From an optimization exercise on the open Yosys and OpenROAD flow, aimed at small area and a short achievable clock period; shortcuts taken in it are not production practice. The RTL was checked by simulation tests, not by an equivalence proof against the original design. Power is estimated from default activity; no workload was simulated.

<file path="flow/flow/run.sh">
#!/bin/bash
# Standard synthesis and layout (standard.sh), with the extra ORFS settings
# in flow/extra.mk (port buffer cell, clock tree options).
set -uo pipefail
cat flow/extra.mk >> config.mk
bash standard.sh > flow_standard.log 2>&1
</file>
<file path="flow/flow/extra.mk">
export BUFFER_PORTS_ARGS = -buffer_cell sky130_fd_sc_hd__buf_1
export CTS_ARGS = -sink_clustering_enable -repair_clock_nets -dont_use_dummy_load -buf_list {sky130_fd_sc_hd__clkbuf_4 sky130_fd_sc_hd__clkbuf_8}
</file>
<file path="flow/standard.sh">
#!/bin/bash
# synth_recipe.tcl (not shown) runs the flow's synth.tcl, then flattens the netlist and writes it again
# the make line also repeats each setting of config.mk as NAME=value (left out here)
make -C /OpenROAD-flow-scripts/flow DESIGN_CONFIG=/design/flow/config.mk WORK_HOME=/design/flow/orfs CLKGATE_MAP_FILE= SYNTH_SCRIPT=/design/flow/synth_recipe.tcl "${@:-finish}"
</file>
<file path="flow/config.mk">
export PLATFORM = sky130hd
export DESIGN_NAME = if_npc_btb
export DESIGN_NICKNAME = if_npc_btb
export VERILOG_FILES = /design/flow/design.v
export SDC_FILE = /design/flow/constraint.sdc
export NUM_CORES = 4
export LEC_CHECK = 0
export CAP_MARGIN = 20
export CORE_MARGIN = 2
export CORE_UTILIZATION = 40
export SETUP_SLACK_MARGIN = 1.5
export SLEW_MARGIN = 20
export SYNTH_HIERARCHICAL = 1
export BUFFER_PORTS_ARGS = -buffer_cell sky130_fd_sc_hd__buf_1
export CTS_ARGS = -sink_clustering_enable -repair_clock_nets -dont_use_dummy_load -buf_list {sky130_fd_sc_hd__clkbuf_4 sky130_fd_sc_hd__clkbuf_8}
</file>
<file path="flow/constraint.sdc">
create_clock -name core_clock -period 6.5 [get_ports {cpu_clk}]
set_input_delay 1.3000 -clock core_clock [delete_from_list [all_inputs] [get_ports {cpu_clk}]]
set_output_delay 1.3000 -clock core_clock [all_outputs]
set_load 0.01 [all_outputs]
</file>
<file path="flow/design.v">
module if_npc_btb (
   input  logic        cpu_clk,
   input  logic        cpu_rstn,
   input  logic [31:0] pc,
   input  logic        if_valid,
   output logic        pred_taken,
   output logic [31:0] pred_target,
   output logic [31:0] npc,
   input  logic        ex_valid,
   input  logic [31:0] ex_pc,
   input  logic        ex_taken,
   input  logic [31:0] ex_target,
   input  logic        ex_pred_taken,
   input  logic [31:0] ex_pred_target,
   output logic        pred_error,
   output logic        jump_taken,
   output logic [31:0] mispred_cnt
);
   logic [15:0] r_valid;
   logic [1:0]  r_ctr    [16];
   logic [25:0] r_tag    [16];
   logic [29:0] r_target [16];
   logic [31:0] r_mispred_cnt;
   logic [15:0]      w_sel, w_hsel, w_ex_sel, w_tk;
   logic [16*26-1:0] w_tags;
   logic [16*30-1:0] w_tgt_in;
   logic [16*29-1:0] w_ex_in;
   always_comb begin
      for (int e = 0; e < 16; e++) begin
         w_sel[e]    = (pc[5:2] == 4'(e));
         w_hsel[e]   = cpu_rstn & if_valid & (pc[5:2] == 4'(e));
         w_ex_sel[e] = (ex_pc[5:2] == 4'(e));
         w_tk[e]     = r_valid[e] & r_ctr[e][1];
         w_tags[e*26 +: 26]   = r_tag[e];
         w_tgt_in[e*30 +: 30] = r_target[e];
         w_ex_in[e*29 +: 29]  = {r_valid[e], r_ctr[e], r_tag[e]};
      end
   end
   logic [15:0] w_m1, w_m2;
   logic [3:0]  w_ptn;
   logic        w_pt;
   logic [29:0] w_rd_target;
   for (genvar e = 0; e < 16; e++) begin : g_match
      btb_match u_match (.a(r_tag[e]), .b(pc[31:6]), .tk(w_tk[e]), .sel(w_hsel[e]),
                         .m1(w_m1[e]), .m2(w_m2[e]));
   end
   btb_hitor u_pt0 (.m1(w_m1), .m2(w_m2), .ptn(w_ptn[0]), .pt(w_pt));
   btb_hitor u_pt1 (.m1(w_m1), .m2(w_m2), .ptn(w_ptn[1]), .pt());
   btb_hitor u_pt2 (.m1(w_m1), .m2(w_m2), .ptn(w_ptn[2]), .pt());
   btb_hitor u_pt3 (.m1(w_m1), .m2(w_m2), .ptn(w_ptn[3]), .pt());
   assign pred_taken = w_pt;
   btb_rdmux #(30) u_pc_rd (.sel(w_sel), .d(w_tgt_in), .q(w_rd_target));
   logic [31:0] w_pc_plus4, w_tgt, w_redir, w_npc_t, w_npc_n;
   assign w_pc_plus4 = pc + 32'd4;
   assign w_tgt      = {w_rd_target, 2'b00};
   assign pred_error = cpu_rstn & ex_valid &
                       ((ex_taken != ex_pred_taken) |
                        (ex_taken & (ex_target != ex_pred_target)));
   assign jump_taken = cpu_rstn & ex_valid & ex_taken & ~pred_error;
   assign w_redir    = ex_taken ? ex_target : (ex_pc + 32'd4);
   assign w_npc_t    = pred_error ? w_redir : w_tgt;
   assign w_npc_n    = pred_error ? w_redir : w_pc_plus4;
   btb_mux2 #(16) u_out0 (.s(w_ptn[0]), .a(w_pc_plus4[15:0]),  .b(w_tgt[15:0]),    .y(pred_target[15:0]));
   btb_mux2 #(16) u_out1 (.s(w_ptn[1]), .a(w_pc_plus4[31:16]), .b(w_tgt[31:16]),   .y(pred_target[31:16]));
   btb_mux2 #(16) u_out2 (.s(w_ptn[2]), .a(w_npc_n[15:0]),     .b(w_npc_t[15:0]),  .y(npc[15:0]));
   btb_mux2 #(16) u_out3 (.s(w_ptn[3]), .a(w_npc_n[31:16]),    .b(w_npc_t[31:16]), .y(npc[31:16]));
   logic       w_ex_rd_valid, w_ex_hit, w_ctr_we, w_ent_we;
   logic [1:0] w_ex_rd_ctr, w_ctr_nxt;
   logic [25:0] w_ex_rd_tag;
   btb_rdmux #(29) u_ex_rd (.sel(w_ex_sel), .d(w_ex_in), .q({w_ex_rd_valid, w_ex_rd_ctr, w_ex_rd_tag}));
   assign w_ex_hit = w_ex_rd_valid & (w_ex_rd_tag == ex_pc[31:6]);
   assign w_ctr_we = cpu_rstn & ex_valid & (w_ex_hit | ex_taken);
   assign w_ent_we = cpu_rstn & ex_valid & ex_taken;
   always_comb begin
      if (!w_ex_hit)
         w_ctr_nxt = 2'b10;
      else if (ex_taken)
         w_ctr_nxt = (w_ex_rd_ctr == 2'b11) ? 2'b11 : w_ex_rd_ctr + 2'd1;
      else
         w_ctr_nxt = (w_ex_rd_ctr == 2'b00) ? 2'b00 : w_ex_rd_ctr - 2'd1;
   end
   always_ff @(posedge cpu_clk or negedge cpu_rstn) begin
      if (!cpu_rstn)
         r_valid <= '0;
      else
         r_valid <= r_valid | (w_ex_sel & {16{w_ent_we}});
   end
   always_ff @(posedge cpu_clk) begin
      for (int e = 0; e < 16; e++) begin
         if (w_ex_sel[e] && w_ctr_we) r_ctr[e] <= w_ctr_nxt;
         if (w_ex_sel[e] && w_ent_we) begin
            r_tag[e]    <= ex_pc[31:6];
            r_target[e] <= ex_target[31:2];
         end
      end
   end
   always_ff @(posedge cpu_clk or negedge cpu_rstn) begin
      if (!cpu_rstn)
         r_mispred_cnt <= 32'd0;
      else if (pred_error)
         r_mispred_cnt <= r_mispred_cnt + 32'd1;
   end
   assign mispred_cnt = r_mispred_cnt;
endmodule
module btb_rdmux #(parameter int W = 1) (
   input  logic [15:0]     sel,
   input  logic [16*W-1:0] d,
   output logic [W-1:0]    q
);
   for (genvar i = 0; i < W; i++) begin : g_bit
      logic [5:0] y;
      logic [1:0] z;
      for (genvar j = 0; j < 5; j++) begin : g_a
         btb_a222oi u_a (.a1(sel[3*j]),   .a2(d[(3*j)*W+i]),
                         .b1(sel[3*j+1]), .b2(d[(3*j+1)*W+i]),
                         .c1(sel[3*j+2]), .c2(d[(3*j+2)*W+i]), .y(y[j]));
      end
      btb_nand2 u_n15 (.a(sel[15]), .b(d[15*W+i]), .y(y[5]));
      btb_nand3 u_z0 (.a(y[0]), .b(y[1]), .c(y[2]), .y(z[0]));
      btb_nand3 u_z1 (.a(y[3]), .b(y[4]), .c(y[5]), .y(z[1]));
      btb_or2   u_q  (.a(z[0]), .b(z[1]), .y(q[i]));
   end
endmodule
module btb_match (
   input  logic [25:0] a,
   input  logic [25:0] b,
   input  logic        tk,
   input  logic        sel,
   output logic        m1,
   output logic        m2
);
   logic [27:0] t;
   logic [6:0]  n;
   for (genvar k = 0; k < 26; k++) begin : g_eq
      btb_xnor2 u_x (.a(a[k]), .b(b[k]), .y(t[k]));
   end
   assign t[26] = tk;
   assign t[27] = sel;
   for (genvar j = 0; j < 7; j++) begin : g_n
      btb_nand4 u_n (.a(t[4*j]), .b(t[4*j+1]), .c(t[4*j+2]), .d(t[4*j+3]), .y(n[j]));
   end
   btb_nor4 u_m1 (.a(n[0]), .b(n[1]), .c(n[2]), .d(n[3]), .y(m1));
   btb_nor3 u_m2 (.a(n[4]), .b(n[5]), .c(n[6]), .y(m2));
endmodule
module btb_hitor (
   input  logic [15:0] m1,
   input  logic [15:0] m2,
   output logic        ptn,
   output logic        pt
);
   logic [7:0] a;
   logic [1:0] p;
   for (genvar j = 0; j < 8; j++) begin : g_a
      btb_a22oi u_a (.a1(m1[2*j]), .a2(m2[2*j]), .b1(m1[2*j+1]), .b2(m2[2*j+1]), .y(a[j]));
   end
   btb_nand4 u_p0 (.a(a[0]), .b(a[1]), .c(a[2]), .d(a[3]), .y(p[0]));
   btb_nand4 u_p1 (.a(a[4]), .b(a[5]), .c(a[6]), .d(a[7]), .y(p[1]));
   btb_nor2 u_ptn (.a(p[0]), .b(p[1]), .y(ptn));
   btb_or2  u_pt  (.a(p[0]), .b(p[1]), .y(pt));
endmodule
module btb_xnor2 (input logic a, b, output logic y);
   assign y = ~(a ^ b);
endmodule
module btb_nand4 (input logic a, b, c, d, output logic y);
   assign y = ~(a & b & c & d);
endmodule
module btb_nor4 (input logic a, b, c, d, output logic y);
   assign y = ~(a | b | c | d);
endmodule
module btb_nor3 (input logic a, b, c, output logic y);
   assign y = ~(a | b | c);
endmodule
module btb_nor2 (input logic a, b, output logic y);
   assign y = ~(a | b);
endmodule
module btb_or2 (input logic a, b, output logic y);
   assign y = a | b;
endmodule
module btb_a222oi (input logic a1, a2, b1, b2, c1, c2, output logic y);
   assign y = ~((a1 & a2) | (b1 & b2) | (c1 & c2));
endmodule
module btb_nand2 (input logic a, b, output logic y);
   assign y = ~(a & b);
endmodule
module btb_nand3 (input logic a, b, c, output logic y);
   assign y = ~(a & b & c);
endmodule
module btb_a22oi (input logic a1, a2, b1, b2, output logic y);
   assign y = ~((a1 & a2) | (b1 & b2));
endmodule
module btb_mux2 #(parameter int W = 1) (
   input  logic         s,
   input  logic [W-1:0] a,
   input  logic [W-1:0] b,
   output logic [W-1:0] y
);
   assign y = s ? a : b;
endmodule
</file>
==> results.toml, run 1 <==
[die]
die-area_mm2 = 0.113
ioPinCount = 233
die_h_um = 336
die_x_um = 336
start_util = 0.404
rows = 121
coreArea_mm2 = 0.109

[cts]
clock_latency_ps = 830
htreeDepth = 4
cts_tree = "built"
clockBufferDepth = 3
cts_root_buf = "clkbuf_8"
path_clk_slew_ps = 50
cts.sinks = 976
numCtsBuffers = 163
cts_hold_buf = 0

[drt]
drt_iter0_markers = 5275
num_vias = 31819
wirelength_mm = 161
vias_per_cell = 6.35
drtPass1Iterations = 9
drc = 0
ant_nets = 0
wl_per_cell_um = 32.1

[pwr]
p_leak_nw = 18.2
ir_drop_mv = 0.142
total_power_mw = 12.9
power_density_mw_per_mm2 = 239

[status]
outcome = "complete, no violations"

[global_routing]
grtUsageTotal = 0.275
grt_max_degree = 58
grt-ovfl-total = 0
grt_pass1_vias = 30342
antenna_found_initial = 7
grt_pass1_wl_mm = 221

[worst_setup_path]
critPathLaunchType = "input port"
crit_fanout = 15
crit_path_start = "pc[5]"
path_cells = "clkbuf_4 -> buf_12 -> nor2b_4 -> and2_4 -> a222oi_1 -> nand3_1 -> or2_1 -> o21ai_0 -> o21ai_2 -> mux2_4 -> buf_1"
crit_type = "input port to output port"
cp_top_family = "simple AND/OR/NAND/NOR gates"
worstReg2RegEnd = "r_ctr[9][0]"
timing.rr.start = "r_tag[6][23]"
max_stage_delay_ps = 490
critPathBufInv = 3
r2r_cells = 10
critPathSlowestCell = "a222oi_1"
cp-end-kind = "output port"
r2r_slack_ps = 2560
cp_data_arrival_time_ps = 3840
worstPathRequired_ps = 5200

[sta]
max_freq_mhz = 194
fin_crit_sh = 0.791
fin_crit_ps = 5140
slew_headroom = 0.254
holdWs_ps = 463
worst_slew_pin_slew_ps = 1120
hold_viol_final = 0
fin_tns_setup_ps = 0
fin_skew_ps = 87.2
rsz0062_at_grt = "true"
final_max_slew_viol_count = 0
setup_viol = 0
worst_slack_ps = 1360

[hold_path]
min_from = "r_mispred_cnt[31]"
whs_path_depth = 1
hold_path.class = "register to register"
min_to = "r_mispred_cnt[31]"

[final_layout]
final_area_mm2 = 0.0539
seq_area_mm2 = 0.0291
instances_no_fill = 5010
area_delta_synth_final_pct = 22.3
nFillCells = 9410
multi_input_comb_area_mm2 = 0.0158
fin_util = 0.494
drive_gt1_frac = 0.248
nets = 3739

[job]
maxCapViolations = 0

[placed_design]
placed_cells = 4651
place_area_mm2 = 0.0477
portBuffers = 232
dpl.hpwl_mm = 101
dp_slack_ps = 219
gp_congestion = 0.936

[synth]
netlist_area_mm2 = 0.0440
yosys_warnings = 13
synth_area_per_cell_um2 = 15.2
syn_inst = 2905
[worst max path at each step]
stage	endpoint	slack (ps)	cells past startpoint
floorplan	r_tag[12][0]	1530	4
global placement	r_ctr[7][0]	250	15
detailed placement	r_ctr[3][0]	220	15
CTS	npc[17]	1450	12
global route	npc[23]	1350	12
finish	npc[6]	1360	11
[routing by layer]
metal,track usage,wire length (um),part of all wire
met1,0.368,62100,0.39
met2,0.429,73300,0.46
met3,0.0722,18800,0.12
met4,0.107,6640,0.041
met5,0,116,0.00072
[worst register-to-register path, stage by stage (launching register included)]
cell and delay, ps:
edfxtp_1 420, a222oi_1 720, nand3_1 320, or2_1 300, xnor2_1 160, nand4_1 140, or4_1 630, nor4_4 310
o211ai_1 130, buf_4 250, nor2_1 180
[flip-flops by register name, indices dropped and copies added (netlist names)]
| register | flops |
|---|---|
| r_valid | 16 |
| r_target | 480 |
| r_tag | 416 |
| r_mispred_cnt | 32 |
| r_ctr | 32 |
[cell type report]
class / instances / area share
flip-flops and latches: 976 / 0.540
multi-input cells: 1871 / 0.294
repair buffers: 555 / 0.0884
clock buffers: 163 / 0.0417
well taps: 1414 / 0.0328
inverters: 27 / 0.00269
repair inverters: 2 / 0.000418
diodes: 2 / 0.0000929
[cell usage in the layout (no fill, tap or decap), types with 25 or more instances in the layout]
master and count:
a222oi_1 295, a22oi_2 32, and2_4 25, buf_1 154
buf_12 58, buf_4 224, buf_6 59, clkbuf_8 164
dfrtp_1 48, edfxtp_1 928, mux2_4 59, nand2_1 127
nand3_1 157, nand4_1 165, nor2_1 58, o21ai_0 43
or2_1 53, xnor2_1 476, xor2_1 59
[what timing repair did]
item / CTS / global route
endpoints found under the setup margin: 130 / 94
gates cloned: 21 / 10
pin swaps: 85 / 57
resized for setup: 252 / 232
hold endpoints to repair: 0 / 0
setup buffers: 90 / 72
[where the power goes]
group	switching [mW]	internal, mW
Combinational	0.873	0.551
Sequential	0.0633	6.96
Clock	2.25	2.20
==> run 2: changes to the inputs <==
--- a/flow/config.mk
+++ b/flow/config.mk
@@ -10,3 +10,3 @@
 export CORE_UTILIZATION = 40
-export SETUP_SLACK_MARGIN = 1.5
+export SETUP_SLACK_MARGIN = 2.2
 export SLEW_MARGIN = 20
==> run 2 against run 1 <==
  * Still clean
  * Critical path depth up 2
  * Final cell count down 0.68%
  * Register-to-register slack better by 240 ps
  * Count of clock-buffer cells in the layout down 1
  * Design area down 1.1%
  * Sequential power about the same
  * Die area unchanged
  * First-iteration DRC count down 10%
  * Setup slack worse by 11 ps
  * Synthesized cell count unchanged
  * Core utilization down 0.55 points
  * Clock power about the same
  * Critical path type unchanged
  * Largest cell class unchanged
  * Highest routed layer unchanged
==> results.toml, run 2 <==
[global_routing]
antenna_found_initial = 4
grt_max_degree = 58
grt-ovfl-total = 0
grt_pass1_wl_mm = 215
grtUsageTotal = 0.266
grt_pass1_vias = 30209

[final_layout]
largest_register = "r_target"
area_delta_synth_final_pct = 21.0
reg_top3 = "r_target x480, r_tag x416"
nFillCells = 9441
final_area_mm2 = 0.0533
layout_commonest_cell = "edfxtp_1"
layout_common_cells = "edfxtp_1, xnor2_1, a222oi_1"
drive_gt1_frac = 0.245
largest_register_ffs = 480
nets = 3700

[sta]
slew_headroom = 0.329
fin_crit_sh = 0.793
fin_tns_setup_ps = 0
max_freq_mhz = 194
hold_viol_final = 0
final_max_slew_viol_count = 0
fin_crit_ps = 5160
worst_slew_pin_slew_ps = 1010
setup_viol = 0
fin_skew_ps = 73.0
rsz0062_at_grt = "true"

[hold_path]
hold_path.class = "register to register"

[synth]
synth_area_per_cell_um2 = 15.2
yosys_warnings = 13
netlist_area_mm2 = 0.0440
syn_inst = 2905

[drt]
vias_per_cell = 6.24
wl_per_cell_um = 30.8
drc = 0
wirelength_mm = 154
drtPass1Iterations = 9
ant_nets = 0
num_vias = 31039
drt_iter0_markers = 4747

[cts]
numCtsBuffers = 162
cts_tree = "built"
path_clk_slew_ps = 60
clockBufferDepth = 3
htreeDepth = 4
cts.sinks = 976
clock_latency_ps = 850
cts_root_buf = "clkbuf_8"

[worst_setup_path]
crit_fanout = 8
crit_type = "input port to output port"
worstPathRequired_ps = 5200
critPathSlowestCell = "nor2_4"
cp_top_family = "simple AND/OR/NAND/NOR gates"
crit_path_start = "pc[2]"
worstReg2RegEnd = "r_ctr[0][0]"
r2r_cells = 11
critPathLaunchType = "input port"
path_cells = "buf_8 -> buf_8 -> ha_4 -> nand3_4 -> nor2_4 -> nand4_1 -> nor3_4 -> a22oi_2 -> nand4_1 -> nor2_4 -> clkbuf_16 -> mux2_4 -> buf_6"
cp-endpoint = "npc[26]"
cp_data_arrival_time_ps = 3860
cp-end-kind = "output port"
max_stage_delay_ps = 380
critPathBufInv = 4
timing.rr.start = "r_tag[9][17]"
worst-path-stages = 13
r2r_slack_ps = 2800

[die]
die_x_um = 336
ioPinCount = 233
die-area_mm2 = 0.113
coreArea_mm2 = 0.109
rows = 121
start_util = 0.404
die_h_um = 336

[placed_design]
portBuffers = 232
gp_congestion = 0.907
place_area_mm2 = 0.0481
dpl.hpwl_mm = 98.3

[pwr]
ir_drop_mv = 0.150
p_leak_nw = 17.5
power_density_mw_per_mm2 = 240

[job]
maxCapViolations = 0

[status]
outcome = "complete, no violations"
run 2: cell types whose count changed in the layout (fill, tap and decap cells not counted), sizes merged:
cell      before  now
diode          2    7
and3          16   14
bufbuf         3    2
clkinvlp       2   20
buf          524  500
and2          47   35
clkbuf       191  185
inv           25   12
o21ai         47   48
run 2: repair_timing:
| action | 4_1_cts | 5_1_grt |
|---|---|---|
| gates resized for setup | 272 | 125 |
| pin swaps | 70 | 45 |
| endpoints found under the setup margin | 131 | 124 |
| gates cloned | 14 | 7 |
| setup buffers | 80 | 36 |
| hold buffers | 0 | 0 |
run 2: how the worst min path moves through the flow:
stage,cells past startpoint,end,start
after floorplan,1,r_valid[0],r_valid[0]
after global placement,1,r_mispred_cnt[31],r_mispred_cnt[31]
after detailed placement,1,r_mispred_cnt[31],r_mispred_cnt[31]
after CTS,1,r_mispred_cnt[31],r_mispred_cnt[31]
after global routing,1,r_mispred_cnt[6],r_mispred_cnt[6]
final,1,r_mispred_cnt[31],r_mispred_cnt[31]
run 2: layout make-up:
| type | count | area (um2) | share of cell area |
|---|---|---|---|
| Multi-Input combinational cell | 1858 | 15800 | 0.296 |
| Timing Repair Buffer | 525 | 4160 | 0.0782 |
| Inverter | 27 | 193 | 0.00362 |
| Timing Repair inverter | 7 | 56.3 | 0.00106 |
| Clock buffer | 162 | 2230 | 0.0419 |
| Sequential cell | 976 | 29100 | 0.546 |
| Antenna cell | 7 | 17.5 | 0.000329 |
| Tap cell | 1414 | 1770 | 0.0332 |
run 2: routing by layer:
metal | up-vias | global-route usage | share of wire
met5 | - | 0 | 0.00018
li1 | 13073 | - | -
met2 | 1896 | 0.419 | 0.46
met3 | 318 | 0.0589 | 0.10
met4 | 4 | 0.0988 | 0.032
met1 | 15748 | 0.360 | 0.40
run 2: through the flow:
stage / setup WS [ps] / hold WS [ps] / cells / util / power, mW
after floorplan: 1530 / 453 / 2906 / - / 7.73
after global placement: 371 / 457 / 4669 / 0.441 / 8.30
after detailed placement: 324 / 469 / 4669 / 0.441 / 8.31
after CTS: 1440 / 480 / 4925 / 0.480 / 12.8
after global routing: 1350 / 511 / 4974 / 0.489 / 13.2
final: 1340 / 487 / 4976 / 0.489 / 12.8
run 2: worst register-to-register path, stage by stage, from the launching register on:
cell      delay [ps]
edfxtp_1         410
a222oi_1         570
nand3_1          290
or2_1            300
xnor2_1          270
nand4_1          180
or4_4            490
nor4_4           150
buf_4            180
o211ai_1         160
buf_6            260
nor2_4           100
run 2: report_power, final:
| group | internal [mW] | switching [mW] |
|---|---|---|
| Sequential | 6.96 | 0.0599 |
| Clock | 2.19 | 2.24 |
| Combinational | 0.529 | 0.815 |
| Total | 9.68 | 3.11 |
==> run 3: changes to the inputs <==
==> flow/flow/extra.mk (replaced) <==
export BUFFER_PORTS_ARGS = -buffer_cell sky130_fd_sc_hd__buf_1
export CTS_ARGS = -sink_clustering_enable -repair_clock_nets -dont_use_dummy_load -sink_clustering_size 24 -sink_clustering_max_diameter 120 -buf_list {sky130_fd_sc_hd__clkbuf_16}
--- a/flow/config.mk
+++ b/flow/config.mk
@@ -9,3 +9,3 @@
 export CORE_MARGIN = 2
-export CORE_UTILIZATION = 40
+export CORE_UTILIZATION = 60
 export SETUP_SLACK_MARGIN = 2.2
@@ -14,2 +14,2 @@
 export BUFFER_PORTS_ARGS = -buffer_cell sky130_fd_sc_hd__buf_1
-export CTS_ARGS = -sink_clustering_enable -repair_clock_nets -dont_use_dummy_load -buf_list {sky130_fd_sc_hd__clkbuf_4 sky130_fd_sc_hd__clkbuf_8}
+export CTS_ARGS = -sink_clustering_enable -repair_clock_nets -dont_use_dummy_load -sink_clustering_size 24 -sink_clustering_max_diameter 120 -buf_list {sky130_fd_sc_hd__clkbuf_16}
==> run 3 against run 2 <==
  * Highest routed layer unchanged
  * Critical path type unchanged
  * First-iteration DRC count increased by 25%
  * Synthesized cell count did not move
  * Still clean on timing, DRC and antenna
  * Sequential share of layout area grew 0.18 points
  * Clock skew fell by 29 ps
  * Synthesized area unchanged
  * Largest power group unchanged
  * Worst hold slack lost 14 ps
  * Combinational power grew 7%
  * Fmax rose by 0.61%
  * Non-clock buffer count is 70 higher
==> results.toml, run 3 <==
[status]
outcome = "complete, no violations"

[placed_design]
portBuffers = 232
dp_slack_ps = 408
dpl.hpwl_mm = 96.9
gp_congestion = 0.961
placed_cells = 4232

[final_layout]
diodes = 0
multi_input_comb_area_mm2 = 0.0163
layout_common_cells = "edfxtp_1, xnor2_1, a222oi_1"
area_delta_synth_final_pct = 20.6
nets = 3649
nFillCells = 4664
layout_commonest_cell = "edfxtp_1"
instances_no_fill = 4463
largest_register_ffs = 480
seq_area_mm2 = 0.0291
largest_register = "r_target"
drive_gt1_frac = 0.248
reg_top3 = "r_target x480, r_tag x416"

[sta]
fin_crit_ps = 5120
fin_tns_setup_ps = 0
worst_slack_ps = 1380
setup_viol = 0
fin_crit_sh = 0.788
worst_slew_pin_slew_ps = 1180
slew_headroom = 0.215
fin_skew_ps = 43.7
hold_viol_final = 0
final_max_slew_viol_count = 0
max_freq_mhz = 195
rsz0062_at_grt = "true"

[drt]
drc = 0
drt_iter0_markers = 5934
vias_per_cell = 7.16
ant_nets = 0
wirelength_mm = 155
wl_per_cell_um = 34.6
drtPass1Iterations = 9
num_vias = 31966

[pwr]
p_leak_nw = 17.8
power_density_mw_per_mm2 = 218
ir_drop_mv = 0.242
total_power_mw = 11.6

[cts]
clock_latency_ps = 650
numCtsBuffers = 46
cts.sinks = 976
cts_tree = "built"
htreeDepth = 2
path_clk_slew_ps = 80
cts_root_buf = "clkbuf_16"
clockBufferDepth = 3

[worst_setup_path]
crit_type = "input port to output port"
worstPathRequired_ps = 5200
cp-end-kind = "output port"
critPathLaunchType = "input port"
cp_data_arrival_time_ps = 3820
crit_fanout = 16

[die]
rows = 99
die_x_um = 275
start_util = 0.604
die_h_um = 275
coreArea_mm2 = 0.0728
ioPinCount = 233
die-area_mm2 = 0.0756

[global_routing]
grt_max_degree = 58
antenna_found_initial = 1
grtUsageTotal = 0.398
grt_pass1_vias = 30736
grt_pass1_wl_mm = 214
grt-ovfl-total = 0

[synth]
syn_inst = 2905
yosys_warnings = 13
netlist_area_mm2 = 0.0440
synth_area_per_cell_um2 = 15.2

[hold_path]
hold_path.class = "register to register"

[job]
maxCapViolations = 0
[run 3: timing repair]
action	4_1_cts	5_1_grt
hold buffers	0	0
endpoints found under the hold margin	0	0
cloned	16	8
gates resized for setup	340	199
setup buffers	129	31
endpoints found under the setup margin	131	131
pin swaps	103	66
[run 3: critical path: stages]
cell and delay, ps:
clkbuf_2 170, xor2_1 210, nor4_2 280, nand3_1 130, or4_4 680, nand2_8 180
inv_16 70, mux2_2 340, mux2_4 290, buf_2 140
[run 3: metrics by stage]
step                 util  hold slack, ps  instance area (um2)
floorplan               -             453                44400
global placement    0.655             462                47700
detailed placement  0.655             460                47700
CTS                 0.712             474                51900
global route        0.729             509                53100
finish              0.729             473                53100
[run 3: area by class of cell]
| cell class | instances | share of cell area |
|---|---|---|
| inverters | 27 | 0.00358 |
| multi-input cells | 1859 | 0.307 |
| clock buffers | 46 | 0.0217 |
| flip-flops and latches | 976 | 0.548 |
| well taps | 959 | 0.0226 |
| repair inverters | 1 | 0.000141 |
| repair buffers | 595 | 0.0975 |
[run 3: metal layers]
| layer | wire length [um] | global-route usage |
|---|---|---|
| met5 | 11 | 0 |
| met4 | 9950 | 0.222 |
| met3 | 18600 | 0.0670 |
| met2 | 71600 | 0.627 |
| met1 | 54500 | 0.532 |
[run 3: where the power goes]
| group | internal (mW) | leakage (nW) | switching, mW |
|---|---|---|---|
| sequential | 6.94 | 9.03 | 0.0583 |
| clock | 1.27 | 0.567 | 1.87 |
| combinational | 0.578 | 8.20 | 0.862 |
| total | 8.79 | 17.8 | 2.79 |
[run 3: worst paths after layout]
path | startpoint | to | slack [ps] | cells past startpoint
max | ex_target[28] | npc[15] | 1380 | 10
min | r_mispred_cnt[31] | r_mispred_cnt[31] | 470 | 1
max reg2reg | r_tag[0][17] | r_ctr[1][1] | 2820 | 11
min reg2reg | r_mispred_cnt[31] | r_mispred_cnt[31] | 470 | 1
max in group asynchronous | cpu_rstn | r_valid[15] | 5390 | 2
min in group asynchronous | cpu_rstn | r_mispred_cnt[5] | 850 | 2
==> run 4: changes to the inputs <==
--- a/flow/config.mk
+++ b/flow/config.mk
@@ -9,3 +9,3 @@
 export CORE_MARGIN = 2
-export CORE_UTILIZATION = 60
+export CORE_UTILIZATION = 40
 export SETUP_SLACK_MARGIN = 2.2
@@ -13,2 +13,3 @@
 export SYNTH_HIERARCHICAL = 1
+export TNS_END_PERCENT = 0
 export BUFFER_PORTS_ARGS = -buffer_cell sky130_fd_sc_hd__buf_1
==> run 4 against run 3 <==
  * Largest power group unchanged
  * Critical path type unchanged
  * Global-route usage decreased by 13 points
  * Clock skew is 29 ps higher
  * Synthesized cell count unchanged
  * Still clean
  * First-iteration DRC count fell by 19%
  * Final cell count increased by 8.3%
  * Total power decreased by 0.57%
  * Die area up 49%
==> results.toml, run 4 <==
[worst_setup_path]
cp_data_arrival_time_ps = 4000
path_cells = "buf_4 -> ha_4 -> nand3_1 -> buf_4 -> inv_1 -> xnor2_1 -> nor2_1 -> a21oi_1 -> o21ai_0 -> mux2_4 -> buf_1"
crit_top_cell = "buf_4"
crit_type = "input port to output port"
cp_top_family = "buffers and inverters"
critPathBufInv = 4
max_stage_delay_ps = 580
critPathLaunchType = "input port"
cp-end-kind = "output port"
crit_fanout = 8
timing.rr.start = "r_tag[6][23]"
critPathSlowestCell = "inv_1"
worstPathRequired_ps = 5200
crit_path_start = "ex_pc[2]"

[final_layout]
layout_common_cells = "edfxtp_1, xnor2_1, a222oi_1"
area_delta_synth_final_pct = 16.6
largest_register = "r_target"
largest_register_ffs = 480
layout_commonest_cell = "edfxtp_1"
reg_top3 = "r_target x480, r_tag x416"
drive_gt1_frac = 0.191
nets = 3561

[cts]
clock_latency_ps = 680
cts.sinks = 976
cts_tree = "built"
htreeDepth = 2
numCtsBuffers = 46
path_clk_slew_ps = 100
cts_root_buf = "clkbuf_16"
clockBufferDepth = 3

[global_routing]
antenna_found_initial = 6
grt_pass1_vias = 29444
grt_pass1_wl_mm = 218
grtUsageTotal = 0.270
grt-ovfl-total = 0
grt_max_degree = 58

[drt]
wirelength_mm = 156
num_vias = 30877
wl_per_cell_um = 32.4
wl_met2_mm = 71.2
wl_met1_mm = 61.8
drtPass1Iterations = 9
route.met3.wl_mm = 17.5
routed.top_layer = "met5"
drt_iter0_markers = 4834
ant_nets = 0
vias_per_cell = 6.39
drc = 0

[sta]
worst_slew_pin_slew_ps = 1130
slew_headroom = 0.243
max_freq_mhz = 189
fin_crit_ps = 5300
rsz0062_at_grt = "true"
final_max_slew_viol_count = 0
hold_viol_final = 0
fin_crit_sh = 0.815
fin_skew_ps = 72.3
fin_tns_setup_ps = 0
setup_viol = 0

[die]
ioPinCount = 233
start_util = 0.404
die_x_um = 336
die-area_mm2 = 0.113
coreArea_mm2 = 0.109
die_h_um = 336
rows = 121

[pwr]
p_leak_nw = 16.8
total_power_mw = 11.5
ir_drop_mv = 0.172
power_density_mw_per_mm2 = 224

[synth]
syn_inst = 2905
synth_area_per_cell_um2 = 15.2
netlist_area_mm2 = 0.0440
yosys_warnings = 13

[job]
maxCapViolations = 0

[placed_design]
gp_congestion = 0.936
dpl.hpwl_mm = 101
portBuffers = 232

[hold_path]
hold_path.class = "register to register"
min_from = "r_mispred_cnt[31]"

[status]
outcome = "complete, no violations"
[run 4: cell types whose count changed in the layout (fill, tap and decap cells not counted), moves of 30 or more]
cell and delta:
xnor2_1 +37, xnor2_2 -36, buf_1 +31, buf_6 -60
buf_4 -30
[run 4: power breakdown]
part	switching, mW	total (mW)	internal, mW
Combinational	0.839	1.31	0.473
Clock	1.93	3.20	1.27
Sequential	0.0623	7.01	6.94
Total	2.83	11.5	8.69
[run 4: worst register-to-register path, cell delays in order, from the launching register on]
cell	delay, ps
edfxtp_1	440
a222oi_1	680
nand3_1	310
or2_1	310
xnor2_1	160
nand4_1	150
or4_4	600
nor4_4	400
o211ai_1	150
buf_6	230
nor2_1	180
[run 4: layout make-up]
cell class	count	area [um2]
inverters	27	134
fillers	9659	57700
flip-flops and latches	976	29100
repair buffers	500	3650
clock buffers	46	1150
multi-input cells	1867	15500
diodes	4	10.0
well taps	1414	1770
[run 4: what timing repair did]
item	CTS	global route
resized for setup	204	55
hold buffers	0	0
gates cloned	19	2
buffers inserted	88	23
hold endpoints to repair	0	0
setup endpoints to repair	130	130
pin swaps	74	25
[run 4: worst paths after layout]
kind	end	slack, ps	depth (start not counted)
min reg2reg	r_mispred_cnt[31]	470	1
max reg2reg	r_ctr[14][0]	2550	10
max	npc[6]	1200	11
min	r_mispred_cnt[31]	470	1
min in group asynchronous	r_mispred_cnt[24]	850	2
max in group asynchronous	r_valid[11]	4860	3
[run 4: through the flow]
| stage | hold slack, ps | setup slack, ps | cell area, um2 | util | std cells |
|---|---|---|---|---|---|
| 2_1_floorplan | 453 | 1530 | 44000 | - | 2906 |
| 3_3_place_gp | 455 | 251 | 47700 | 0.438 | 4650 |
| 3_5_place_dp | 457 | 219 | 47700 | 0.438 | 4651 |
| 4_1_cts | 474 | 1450 | 50800 | 0.466 | 4804 |
| 5_1_grt | 484 | 1260 | 51300 | 0.471 | 4830 |
| 6_report | 473 | 1200 | 51300 | 0.471 | 4834 |
[run 4: layer usage]
layer,track usage,up-vias
met5,0,-
met4,0.0940,6
met3,0.0608,295
met2,0.426,1923
met1,0.368,15844
li1,-,12809
==> run 5: changes to the inputs <==
--- a/flow/design.v
+++ b/flow/design.v
@@ -23,3 +23,3 @@
    logic [31:0] r_mispred_cnt;
-   logic [15:0]      w_sel, w_hsel, w_ex_sel, w_tk;
+   logic [15:0]      w_sel, w_ex_sel, w_tk;
    logic [16*26-1:0] w_tags;
@@ -30,3 +30,2 @@
          w_sel[e]    = (pc[5:2] == 4'(e));
-         w_hsel[e]   = cpu_rstn & if_valid & (pc[5:2] == 4'(e));
          w_ex_sel[e] = (ex_pc[5:2] == 4'(e));
@@ -38,2 +37,4 @@
    end
+   logic [3:0]  w_dlo, w_dhi;
+   logic        w_en;
    logic [15:0] w_m1, w_m2;
@@ -41,6 +42,8 @@
    logic        w_pt;
-   logic [29:0] w_rd_target;
+   btb_dec2 u_dlo (.a(pc[3:2]), .y(w_dlo));
+   btb_dec2 u_dhi (.a(pc[5:4]), .y(w_dhi));
+   assign w_en = cpu_rstn & if_valid;
    for (genvar e = 0; e < 16; e++) begin : g_match
-      btb_match u_match (.a(r_tag[e]), .b(pc[31:6]), .tk(w_tk[e]), .sel(w_hsel[e]),
-                         .m1(w_m1[e]), .m2(w_m2[e]));
+      btb_match u_match (.a(r_tag[e]), .b(pc[31:6]), .tk(w_tk[e]), .lo(w_dlo[e%4]),
+                         .hi(w_dhi[e/4]), .en(w_en), .m1(w_m1[e]), .m2(w_m2[e]));
    end
@@ -51,6 +54,7 @@
    assign pred_taken = w_pt;
-   btb_rdmux #(30) u_pc_rd (.sel(w_sel), .d(w_tgt_in), .q(w_rd_target));
+   logic [29:0] w_rd_target_n;
+   btb_rdmux #(30) u_pc_rd (.sel(w_sel), .d(w_tgt_in), .qn(w_rd_target_n));
    logic [31:0] w_pc_plus4, w_tgt, w_redir, w_npc_t, w_npc_n;
    assign w_pc_plus4 = pc + 32'd4;
-   assign w_tgt      = {w_rd_target, 2'b00};
+   assign w_tgt      = {~w_rd_target_n, 2'b00};
    assign pred_error = cpu_rstn & ex_valid &
@@ -62,6 +66,6 @@
    assign w_npc_n    = pred_error ? w_redir : w_pc_plus4;
-   btb_mux2 #(16) u_out0 (.s(w_ptn[0]), .a(w_pc_plus4[15:0]),  .b(w_tgt[15:0]),    .y(pred_target[15:0]));
-   btb_mux2 #(16) u_out1 (.s(w_ptn[1]), .a(w_pc_plus4[31:16]), .b(w_tgt[31:16]),   .y(pred_target[31:16]));
-   btb_mux2 #(16) u_out2 (.s(w_ptn[2]), .a(w_npc_n[15:0]),     .b(w_npc_t[15:0]),  .y(npc[15:0]));
-   btb_mux2 #(16) u_out3 (.s(w_ptn[3]), .a(w_npc_n[31:16]),    .b(w_npc_t[31:16]), .y(npc[31:16]));
+   btb_muxi #(16) u_out0 (.s(w_ptn[0]), .an(~w_pc_plus4[15:0]),  .bn(~w_tgt[15:0]),    .y(pred_target[15:0]));
+   btb_muxi #(16) u_out1 (.s(w_ptn[1]), .an(~w_pc_plus4[31:16]), .bn(~w_tgt[31:16]),   .y(pred_target[31:16]));
+   btb_muxi #(16) u_out2 (.s(w_ptn[2]), .an(~w_npc_n[15:0]),     .bn(~w_npc_t[15:0]),  .y(npc[15:0]));
+   btb_muxi #(16) u_out3 (.s(w_ptn[3]), .an(~w_npc_n[31:16]),    .bn(~w_npc_t[31:16]), .y(npc[31:16]));
    logic       w_ex_rd_valid, w_ex_hit, w_ctr_we, w_ent_we;
@@ -69,3 +73,5 @@
    logic [25:0] w_ex_rd_tag;
-   btb_rdmux #(29) u_ex_rd (.sel(w_ex_sel), .d(w_ex_in), .q({w_ex_rd_valid, w_ex_rd_ctr, w_ex_rd_tag}));
+   logic [28:0] w_ex_rd_n;
+   btb_rdmux #(29) u_ex_rd (.sel(w_ex_sel), .d(w_ex_in), .qn(w_ex_rd_n));
+   assign {w_ex_rd_valid, w_ex_rd_ctr, w_ex_rd_tag} = ~w_ex_rd_n;
    assign w_ex_hit = w_ex_rd_valid & (w_ex_rd_tag == ex_pc[31:6]);
@@ -107,3 +113,3 @@
    input  logic [16*W-1:0] d,
-   output logic [W-1:0]    q
+   output logic [W-1:0]    qn
 );
@@ -120,3 +126,3 @@
       btb_nand3 u_z1 (.a(y[3]), .b(y[4]), .c(y[5]), .y(z[1]));
-      btb_or2   u_q  (.a(z[0]), .b(z[1]), .y(q[i]));
+      btb_nor2  u_q  (.a(z[0]), .b(z[1]), .y(qn[i]));
    end
@@ -127,3 +133,5 @@
    input  logic        tk,
-   input  logic        sel,
+   input  logic        lo,
+   input  logic        hi,
+   input  logic        en,
    output logic        m1,
@@ -132,3 +140,3 @@
    logic [27:0] t;
-   logic [6:0]  n;
+   logic [7:0]  n;
    for (genvar k = 0; k < 26; k++) begin : g_eq
@@ -137,3 +145,3 @@
    assign t[26] = tk;
-   assign t[27] = sel;
+   assign t[27] = lo;
    for (genvar j = 0; j < 7; j++) begin : g_n
@@ -141,4 +149,11 @@
    end
+   btb_nand2 u_n7 (.a(hi), .b(en), .y(n[7]));
    btb_nor4 u_m1 (.a(n[0]), .b(n[1]), .c(n[2]), .d(n[3]), .y(m1));
-   btb_nor3 u_m2 (.a(n[4]), .b(n[5]), .c(n[6]), .y(m2));
+   btb_nor4 u_m2 (.a(n[4]), .b(n[5]), .c(n[6]), .d(n[7]), .y(m2));
+endmodule
+module btb_dec2 (
+   input  logic [1:0] a,
+   output logic [3:0] y
+);
+   assign y = 4'b0001 << a;
 endmodule
@@ -190,9 +205,9 @@
 endmodule
-module btb_mux2 #(parameter int W = 1) (
+module btb_muxi #(parameter int W = 1) (
    input  logic         s,
-   input  logic [W-1:0] a,
-   input  logic [W-1:0] b,
+   input  logic [W-1:0] an,
+   input  logic [W-1:0] bn,
    output logic [W-1:0] y
 );
-   assign y = s ? a : b;
-endmodule
+   assign y = ~(s ? an : bn);
+endmodule
==> flow/flow/extra.mk (replaced) <==
export BUFFER_PORTS_ARGS = -buffer_cell sky130_fd_sc_hd__buf_1
export CTS_ARGS = -sink_clustering_enable -repair_clock_nets -dont_use_dummy_load -sink_clustering_size 16 -sink_clustering_max_diameter 100 -buf_list {sky130_fd_sc_hd__clkbuf_8}
==> flow/config.mk (replaced) <==
export PLATFORM = sky130hd
export DESIGN_NAME = if_npc_btb
export DESIGN_NICKNAME = if_npc_btb
export VERILOG_FILES = /design/flow/design.v
export SDC_FILE = /design/flow/constraint.sdc
export NUM_CORES = 4
export LEC_CHECK = 0
export CAP_MARGIN = 20
export CORE_MARGIN = 2
export CORE_UTILIZATION = 40
export SETUP_SLACK_MARGIN = 1.8
export SLEW_MARGIN = 20
export SYNTH_HIERARCHICAL = 1
export BUFFER_PORTS_ARGS = -buffer_cell sky130_fd_sc_hd__buf_1
export CTS_ARGS = -sink_clustering_enable -repair_clock_nets -dont_use_dummy_load -sink_clustering_size 16 -sink_clustering_max_diameter 100 -buf_list {sky130_fd_sc_hd__clkbuf_8}
==> run 5 against run 4 <==
  * Largest power group unchanged
  * Highest routed layer is now met4
  * Sequential share of layout area is 3.9 points lower
  * Sequential power hardly changed
  * Worst hold slack worse by 9.1 ps
  * Clock power is 8.4% lower
  * Critical path type unchanged
  * Count of clock-buffer cells in the layout is 25 higher
  * Still clean on timing, DRC and antenna
  * Design area is 7.4% higher
  * Critical path depth stayed put
  * Largest cell class unchanged
  * Core utilization is 3.7 points higher
==> results.toml, run 5 <==
[cts]
numCtsBuffers = 71
path_clk_slew_ps = 60
cts_hold_buf = 0
htreeDepth = 3
clockBufferDepth = 3
cts_root_buf = "clkbuf_8"
cts_tree = "built"
cts.sinks = 976
clock_latency_ps = 740

[pwr]
power_density_mw_per_mm2 = 208
switchingPower_mw = 2.92
p_leak_nw = 18.7
clkPwrFrac = 0.255
pwr-share-comb = 0.135
power_frac_seq = 0.610
power.share.switching = 0.255
ir_drop_mv = 0.153
intPower_mw = 8.56

[worst_setup_path]
cp-end-kind = "output port"
r2r_slack_ps = 2980
critPathLaunchType = "input port"
crit_type = "input port to output port"
r2r_cells = 11
worstPathRequired_ps = 5200
crit_fanout = 13
cp_data_arrival_time_ps = 3890

[global_routing]
grt_pass1_vias = 30235
grt-ovfl-total = 0
grt_pass1_wl_mm = 224
grt_max_degree = 58
antenna_found_initial = 5
grtUsageTotal = 0.279

[sta]
rsz0062_at_grt = "true"
fin_crit_ps = 5190
worst_slack_ps = 1310
worst_slew_pin_slew_ps = 1130
final_max_slew_viol_count = 0
fin_crit_sh = 0.798
fin_tns_setup_ps = 0
hold_viol_final = 0
setup_viol = 0
holdWs_ps = 464
slew_headroom = 0.244
max_freq_mhz = 193
fin_skew_ps = 68.2

[drt]
drt_iter0_markers = 5272
wl_per_cell_um = 32.4
vias_per_cell = 6.31
ant_nets = 0
wirelength_mm = 164
drc = 0
num_vias = 31893
drtPass1Iterations = 10

[placed_design]
gp_congestion = 0.905
dp_slack_ps = 414
portBuffers = 232
dpl.hpwl_mm = 101
place_area_mm2 = 0.0477

[final_layout]
largest_register_ffs = 480
nets = 3775
largest_register = "r_target"
layout_common_cells = "edfxtp_1, xnor2_1, buf_4"
drive_gt1_frac = 0.302
nFillCells = 9028
reg_top3 = "r_target x480, r_tag x416"
layout_commonest_cell = "edfxtp_1"
final_area_mm2 = 0.0551
fin_util = 0.508
area_delta_synth_final_pct = 26.3

[die]
die_x_um = 334
ioPinCount = 233
start_util = 0.402
die-area_mm2 = 0.112
rows = 121
die_h_um = 334
coreArea_mm2 = 0.109

[synth]
netlist_area_mm2 = 0.0437
synth_area_per_cell_um2 = 15.1
yosys_warnings = 13
syn_inst = 2895

[job]
maxCapViolations = 0

[status]
outcome = "complete, no violations"

[hold_path]
whs_path_depth = 1
hold_path.class = "register to register"
-- run 5: changes by cell type in the layout (fill, tap and decap cells not counted), sizes merged, moves of 19 or more --
cell / previous run / this run
mux2: 79 / 37
o21ai: 47 / 19
nor2: 84 / 139
mux2i: 4 / 72
nor4: 41 / 60
xnor2: 493 / 468
clkbuf: 63 / 107
xor2: 67 / 90
buf: 480 / 648
or2: 77 / 18
-- run 5: worst paths after layout --
kind                                         from           endpoint
worst max-delay path                ex_target[15]             npc[7]
worst min-delay path            r_mispred_cnt[31]  r_mispred_cnt[31]
worst max register to register        r_tag[6][4]        r_ctr[5][1]
worst min register to register  r_mispred_cnt[31]  r_mispred_cnt[31]
max in group asynchronous                cpu_rstn         r_valid[9]
min in group asynchronous                cpu_rstn  r_mispred_cnt[21]
-- run 5: metrics by stage --
step / power (mW) / std cells
finish: 11.5 / 5051
global route: 11.8 / 5047
CTS: 11.4 / 4938
detailed placement: 8.30 / 4675
global placement: 8.29 / 4675
floorplan: 7.68 / 2896
-- run 5: power by group through the flow --
| stage | sequential (mW) | combinational (mW) | clock [mW] |
|---|---|---|---|
| finish | 7.01 | 1.55 | 2.93 |
| global route | 7.02 | 1.61 | 3.17 |
| detailed placement | 7.15 | 1.15 | 0 |
| global placement | 7.15 | 1.14 | 0 |
| CTS | 7.01 | 1.41 | 2.96 |
| floorplan | 7.14 | 0.545 | 0 |
-- run 5: repair_timing --
action                                  in CTS  in global routing
hold endpoints to repair                     0                  0
pin swaps                                  141                 59
endpoints found under the setup margin     130                 97
gates resized for setup                    534                213
setup buffers                              153                 88
gates cloned                                39                 13
-- run 5: critical path, stage by stage --
cell and delay (ps):
buf_2 160, xor2_2 180, nor4_2 320, nand4_1 200
or4_4 580, nand2_8 230, buf_4 190, inv_8 80
mux2_2 280, mux2i_1 180, buf_2 170
-- run 5: cell type report --
type	instances	area [um2]	share of cell area
clock buffers	71	977	0.0177
inverters	31	199	0.00361
repair buffers	686	6370	0.116
well taps	1414	1770	0.0321
repair inverters	8	76.3	0.00138
diodes	7	17.5	0.000318
flip-flops and latches	976	29100	0.527
multi-input cells	1858	16600	0.302
-- run 5: per-layer routing --
layer	global-route usage	routed length, um
met5	0	0
met4	0.111	7500
met3	0.0547	17700
met2	0.437	74100
met1	0.384	64400
==> run 6: changes to the inputs <==
--- a/flow/config.mk
+++ b/flow/config.mk
@@ -10,3 +10,3 @@
 export CORE_UTILIZATION = 40
-export SETUP_SLACK_MARGIN = 1.8
+export SETUP_SLACK_MARGIN = 2.5
 export SLEW_MARGIN = 20
==> run 6 against run 5 <==
  * Die area unchanged
  * Wire length down 5.7%
  * Critical path depth fell by 1
  * Final cell count fell by 1.8%
  * Register-to-register slack about the same
  * Critical path type unchanged
  * Largest power group unchanged
  * Fmax down 0.93%
  * Setup slack got worse by 49 ps
  * Still clean on timing, DRC and antenna
  * Sequential power barely moved
  * Non-clock buffer count decreased by 75
  * Design area fell by 0.99%
  * Total power down 0.57%
  * Sequential cell count did not move
==> results.toml, run 6 <==
[drt]
wirelength_mm = 154
vias_per_cell = 6.25
drt_iter0_markers = 5169
drtPass1Iterations = 10
wl_per_cell_um = 31.1
ant_nets = 0
num_vias = 30990
drc = 0

[die]
die_x_um = 334
start_util = 0.402
coreArea_mm2 = 0.109
ioPinCount = 233
die-area_mm2 = 0.112
rows = 121
die_h_um = 334

[global_routing]
grt_pass1_wl_mm = 215
grt_max_degree = 58
antenna_found_initial = 7
grt-ovfl-total = 0
grtUsageTotal = 0.268
grt_pass1_vias = 29721

[worst_setup_path]
r2r_cells = 11
r2r_slack_ps = 2970
cp-end-kind = "output port"
cp_data_arrival_time_ps = 3940
critPathSlowestCell = "or4_4"
crit_type = "input port to output port"
worstReg2RegEnd = "r_ctr[4][1]"
path_cells = "buf_1 -> xor2_2 -> nor4_2 -> nand4_1 -> or4_4 -> nand2_8 -> buf_6 -> mux2_4 -> mux2i_4 -> buf_2"
timing.rr.start = "r_tag[6][20]"
crit_fanout = 5
max_stage_delay_ps = 640
critPathLaunchType = "input port"
worstPathRequired_ps = 5200

[cts]
htreeDepth = 3
cts.sinks = 976
path_clk_slew_ps = 110
cts_tree = "built"
clockBufferDepth = 3
cts_root_buf = "clkbuf_8"
numCtsBuffers = 71
clock_latency_ps = 750
cts_hold_buf = 0

[final_layout]
layout_commonest_cell = "edfxtp_1"
largest_register = "r_target"
nFillCells = 9083
drive_gt1_frac = 0.297
fin_util = 0.503
area_delta_synth_final_pct = 25.0
layout_common_cells = "edfxtp_1, xnor2_1, a222oi_1"
nets = 3688
reg_top3 = "r_target x480, r_tag x416"
largest_register_ffs = 480

[hold_path]
hold_path.class = "register to register"
min_to = "r_mispred_cnt[31]"
whs_path_depth = 1
min_from = "r_mispred_cnt[31]"

[pwr]
ir_drop_mv = 0.144
power_density_mw_per_mm2 = 209
p_leak_nw = 18.2

[sta]
fin_crit_ps = 5240
slew_headroom = 0.255
hold_viol_final = 0
worst_slew_pin_slew_ps = 1120
setup_viol = 0
max_freq_mhz = 191
fin_crit_sh = 0.806
fin_skew_ps = 85.1
rsz0062_at_grt = "true"
fin_tns_setup_ps = 0
final_max_slew_viol_count = 0

[placed_design]
portBuffers = 232
dpl.hpwl_mm = 101
gp_congestion = 0.907

[synth]
syn_inst = 2895
yosys_warnings = 13
synth_area_per_cell_um2 = 15.1
netlist_area_mm2 = 0.0437

[job]
maxCapViolations = 0

[status]
outcome = "complete, no violations"
run 6: final cells by class:
type | count | area [um2] | share of cell area
Sequential cell | 976 | 29100 | 0.533
Timing Repair inverter | 5 | 41.3 | 0.000757
Inverter | 31 | 189 | 0.00346
Timing Repair Buffer | 611 | 5300 | 0.0971
Antenna cell | 4 | 10.0 | 0.000183
Tap cell | 1414 | 1770 | 0.0324
Clock buffer | 71 | 977 | 0.0179
Multi-Input combinational cell | 1849 | 17200 | 0.316
run 6: through the flow:
stage	total power, mW	cells	worst slack, ps	area (um2)	hold WS [ps]
after floorplan	7.79	2896	1590	45600	453
after global placement	8.40	4667	270	49400	458
after detailed placement	8.40	4667	209	49400	469
after CTS	11.4	4919	1320	53800	485
after global routing	11.7	4961	1220	54600	506
final	11.4	4961	1260	54600	474
run 6: power by group:
group / switching [mW] / internal (mW)
registers: 0.0602 / 6.94
clock network: 1.93 / 0.985
logic: 0.909 / 0.592
run 6: how the worst max path moves through the flow:
stage,endpoint,slack [ps],cells after the start,startpoint
4_1_cts,npc[16],1320,11,ex_target[28]
6_report,npc[16],1260,10,ex_target[29]
2_1_floorplan,r_tag[13][0],1590,4,ex_taken
3_5_place_dp,r_ctr[13][1],210,16,ex_pc[3]
3_3_place_gp,r_ctr[13][0],270,16,ex_pc[3]
5_1_grt,npc[16],1220,11,ex_target[23]
run 6: what timing repair did:
item | 4_1_cts | 5_1_grt
endpoints found under the setup margin | 131 | 131
resized for setup | 403 | 95
setup buffers | 160 | 32
pin swaps | 113 | 44
gates cloned | 21 | 3
run 6: routing by layer:
| metal | vias up | GRT usage | part of all wire | wire length, um |
|---|---|---|---|---|
| met2 | 1891 | 0.425 | 0.46 | 71500 |
| met1 | 15774 | 0.368 | 0.40 | 61700 |
| li1 | 13046 | - | - | - |
| met3 | 275 | 0.0416 | 0.094 | 14500 |
| met4 | 4 | 0.112 | 0.043 | 6680 |
| met5 | - | 0 | 0.00015 | 23 |
run 6: critical path: cells and delay by family:
family	cells	cell delay [ps]
and+or+nand+nor	4	1340
muxes	2	620
buffers and inverters	3	460
xor gates and xnor gates	1	190
==> run 7: changes to the inputs <==
==> flow/flow/run.sh (replaced) <==
#!/bin/bash
# Standard synthesis and layout (standard.sh), with the extra ORFS settings
# in flow/extra.mk (port buffer cell, clock tree options) and the pin
# placement constraints in flow/io.tcl.
set -uo pipefail
cat flow/extra.mk >> config.mk
echo "export IO_CONSTRAINTS = $PWD/flow/io.tcl" >> config.mk
bash standard.sh > flow_standard.log 2>&1
==> flow/flow/extra.mk (replaced) <==
export BUFFER_PORTS_ARGS = -buffer_cell sky130_fd_sc_hd__buf_1
export CTS_ARGS = -sink_clustering_enable -repair_clock_nets -dont_use_dummy_load -sink_clustering_size 24 -sink_clustering_max_diameter 120 -buf_list {sky130_fd_sc_hd__clkbuf_16}
==> flow/flow/io.tcl (new file) <==
# All signal pins on the bottom edge.
set_io_pin_constraint -pin_names [all_inputs] -region bottom:*
set_io_pin_constraint -pin_names [all_outputs] -region bottom:*
==> flow/config.mk (replaced) <==
export PLATFORM = sky130hd
export DESIGN_NAME = if_npc_btb
export DESIGN_NICKNAME = if_npc_btb
export VERILOG_FILES = /design/flow/design.v
export SDC_FILE = /design/flow/constraint.sdc
export NUM_CORES = 4
export LEC_CHECK = 0
export CAP_MARGIN = 20
export CORE_ASPECT_RATIO = 0.5
export CORE_MARGIN = 2
export CORE_UTILIZATION = 40
export SETUP_SLACK_MARGIN = 2.2
export SLEW_MARGIN = 20
export SYNTH_HIERARCHICAL = 1
export TNS_END_PERCENT = 0
export BUFFER_PORTS_ARGS = -buffer_cell sky130_fd_sc_hd__buf_1
export CTS_ARGS = -sink_clustering_enable -repair_clock_nets -dont_use_dummy_load -sink_clustering_size 24 -sink_clustering_max_diameter 120 -buf_list {sky130_fd_sc_hd__clkbuf_16}
export IO_CONSTRAINTS = /design/flow/flow/io.tcl
==> run 7 against run 6 <==
  * Core utilization decreased by 3.5 points
  * Worst hold slack improved by 18 ps
  * Critical path depth unchanged
  * Final cell count decreased by 2.7%
  * Total power increased by 0.46%
  * Via count decreased by 1.9%
  * Clock skew decreased by 23 ps
  * Sequential cell count unchanged
==> results.toml, run 7 <==
[drt]
wl_met1_mm = 64.2
wl_per_cell_um = 31.6
routed.top_layer = "met5"
drc = 0
route.met3.wl_mm = 16.2
wirelength_mm = 152
wl_met2_mm = 67.2
vias_per_cell = 6.30
ant_nets = 0
drtPass1Iterations = 8
num_vias = 30413
drt_iter0_markers = 5149

[sta]
holdWs_ps = 492
worst_slew_pin_slew_ps = 1140
rsz0062_at_grt = "true"
max_freq_mhz = 194
final_max_slew_viol_count = 0
fin_tns_setup_ps = 0
setup_viol = 0
worst_slack_ps = 1350
fin_skew_ps = 61.7
slew_headroom = 0.237
fin_crit_sh = 0.793
fin_crit_ps = 5150
hold_viol_final = 0

[cts]
htreeDepth = 2
numCtsBuffers = 46
cts_tree = "built"
clockBufferDepth = 3
cts_root_buf = "clkbuf_16"
path_clk_slew_ps = 100
cts_hold_buf = 0
cts.sinks = 976
clock_latency_ps = 680

[final_layout]
largest_register = "r_target"
layout_commonest_cell = "edfxtp_1"
layout_common_cells = "edfxtp_1, xnor2_1, a222oi_1"
nFillCells = 9505
nets = 3535
drive_gt1_frac = 0.170
largest_register_ffs = 480
final_area_mm2 = 0.0504
reg_top3 = "r_target x480, r_tag x416"
area_delta_synth_final_pct = 15.5

[die]
die_h_um = 238
start_util = 0.405
coreArea_mm2 = 0.108
die-area_mm2 = 0.112
ioPinCount = 233
die_x_um = 471
rows = 85

[worst_setup_path]
worstPathRequired_ps = 5200
max_stage_delay_ps = 670
critPathSlowestCell = "or4_4"
critPathBufInv = 3
cp-end-kind = "output port"
crit_type = "input port to output port"
cp_data_arrival_time_ps = 3850
crit_fanout = 8
path_cells = "buf_1 -> nand2_1 -> nor2_1 -> nand4_1 -> or4_4 -> nand2_8 -> buf_12 -> mux2_4 -> mux2i_2 -> buf_2"
cp_top_family = "simple AND/OR/NAND/NOR gates"
critPathLaunchType = "input port"

[placed_design]
place_area_mm2 = 0.0479
dp_slack_ps = 483
dpl.hpwl_mm = 107
gp_congestion = 0.977
portBuffers = 232

[hold_path]
hold_path.class = "register to register"

[pwr]
total_power_mw = 11.5
p_leak_nw = 16.4
power_density_mw_per_mm2 = 228
ir_drop_mv = 0.177

[status]
outcome = "complete, no violations"

[global_routing]
grt_pass1_wl_mm = 215
grtUsageTotal = 0.265
grt_max_degree = 58
grt_pass1_vias = 28807
grt-ovfl-total = 0
antenna_found_initial = 4

[synth]
syn_inst = 2895
synth_area_per_cell_um2 = 15.1
netlist_area_mm2 = 0.0437
yosys_warnings = 13

[job]
maxCapViolations = 0
## run 7: worst reg2reg max path: stages, from the launching register on
cell and delay, ps:
edfxtp_1 430, a222oi_1 450, nand3_1 260, nor2_1 190
xnor2_1 260, nor4_1 320, buf_4 170, nand4_1 80
nor4_1 400, buf_4 190, o211ai_1 80, buf_4 240
nor2_1 220
## run 7: final timing paths
path	end	start	slack, ps	cells after the start
worst min register to register	r_mispred_cnt[31]	r_mispred_cnt[31]	490	1
min in group asynchronous	r_mispred_cnt[3]	cpu_rstn	810	2
max in group asynchronous	r_mispred_cnt[31]	cpu_rstn	5160	2
worst max-delay path	npc[28]	ex_pred_taken	1350	10
worst max register to register	r_ctr[0][0]	r_tag[12][21]	2900	12
worst min-delay path	r_mispred_cnt[31]	r_mispred_cnt[31]	490	1
## run 7: layer usage
| layer | up-vias | global-route usage |
|---|---|---|
| met5 | - | 0 |
| met4 | 2 | 0.0760 |
| met3 | 207 | 0.0496 |
| met2 | 1758 | 0.403 |
| met1 | 15734 | 0.388 |
| li1 | 12712 | - |
## run 7: power by group
| group | switching [mW] | internal (mW) |
|---|---|---|
| registers | 0.0548 | 6.94 |
| logic | 0.872 | 0.458 |
| clock network | 1.88 | 1.27 |
| total | 2.80 | 8.67 |
## run 7: final cells by class
| type | instances | area, um2 | area share |
|---|---|---|---|
| antenna | 1 | 2.50 | 0.0000496 |
| clock buffer | 46 | 1150 | 0.0228 |
| inverter | 31 | 140 | 0.00278 |
| multi-input combinational | 1848 | 15000 | 0.297 |
| sequential | 976 | 29100 | 0.576 |
| tap | 1435 | 1800 | 0.0356 |
| timing repair buffer | 489 | 3280 | 0.0651 |
## run 7: what timing repair did
item / in CTS / in global routing
resized for setup: 194 / 34
endpoints found under the setup margin: 131 / 131
buffers inserted: 32 / 12
gates cloned: 4 / 0
pin swaps: 26 / 9
## run 7: through the flow
step	instances	util
6_report	4826	0.468
5_1_grt	4826	0.468
4_1_cts	4813	0.465
3_5_place_dp	4731	0.444
3_3_place_gp	4731	0.444
2_1_floorplan	2896	-

-- static timing again, ports no longer ideal --
How much do the figures lean on ideal ports? The routed layouts below were timed once more, with nothing changed but the port constraints.
Step 1: set_driving_cell puts a clkbuf_16 on cpu_clk and a buf_2 on each other input, an assumption about the parent block.
Step 2 also shifts input and output timing later by t, the mid clock arrival at the registers, as if the neighbouring blocks saw the same clock.
Slacks: ideal / step 1 / step 2; pairs: ideal / step 1.
| run | shift t [ns] | setup slack, ns | cell pins on the clock port's net |
|---|---|---|---|
| run 1 | 0.872 | 1.356 / 1.276 / 0.590 | 1 |
| run 2 | 0.877 | 1.345 / 1.255 / 1.029 | 1 |
| run 3 | 0.693 | 1.376 / 1.343 / 0.894 | 1 |
| run 4 | 0.710 | 1.201 / 1.073 / 0.595 | 1 |
| run 5 | 0.795 | 1.310 / 1.255 / 0.971 | 1 |
| run 6 | 0.791 | 1.261 / 1.224 / 1.224 | 1 |
| run 7 | 0.713 | 1.347 / 1.292 / 0.761 | 1 |
After both steps every run listed still meets setup and hold. The setup slack of run 1, which loses most, moves by -0.080 ns with the drivers and by -0.766 ns with both steps.
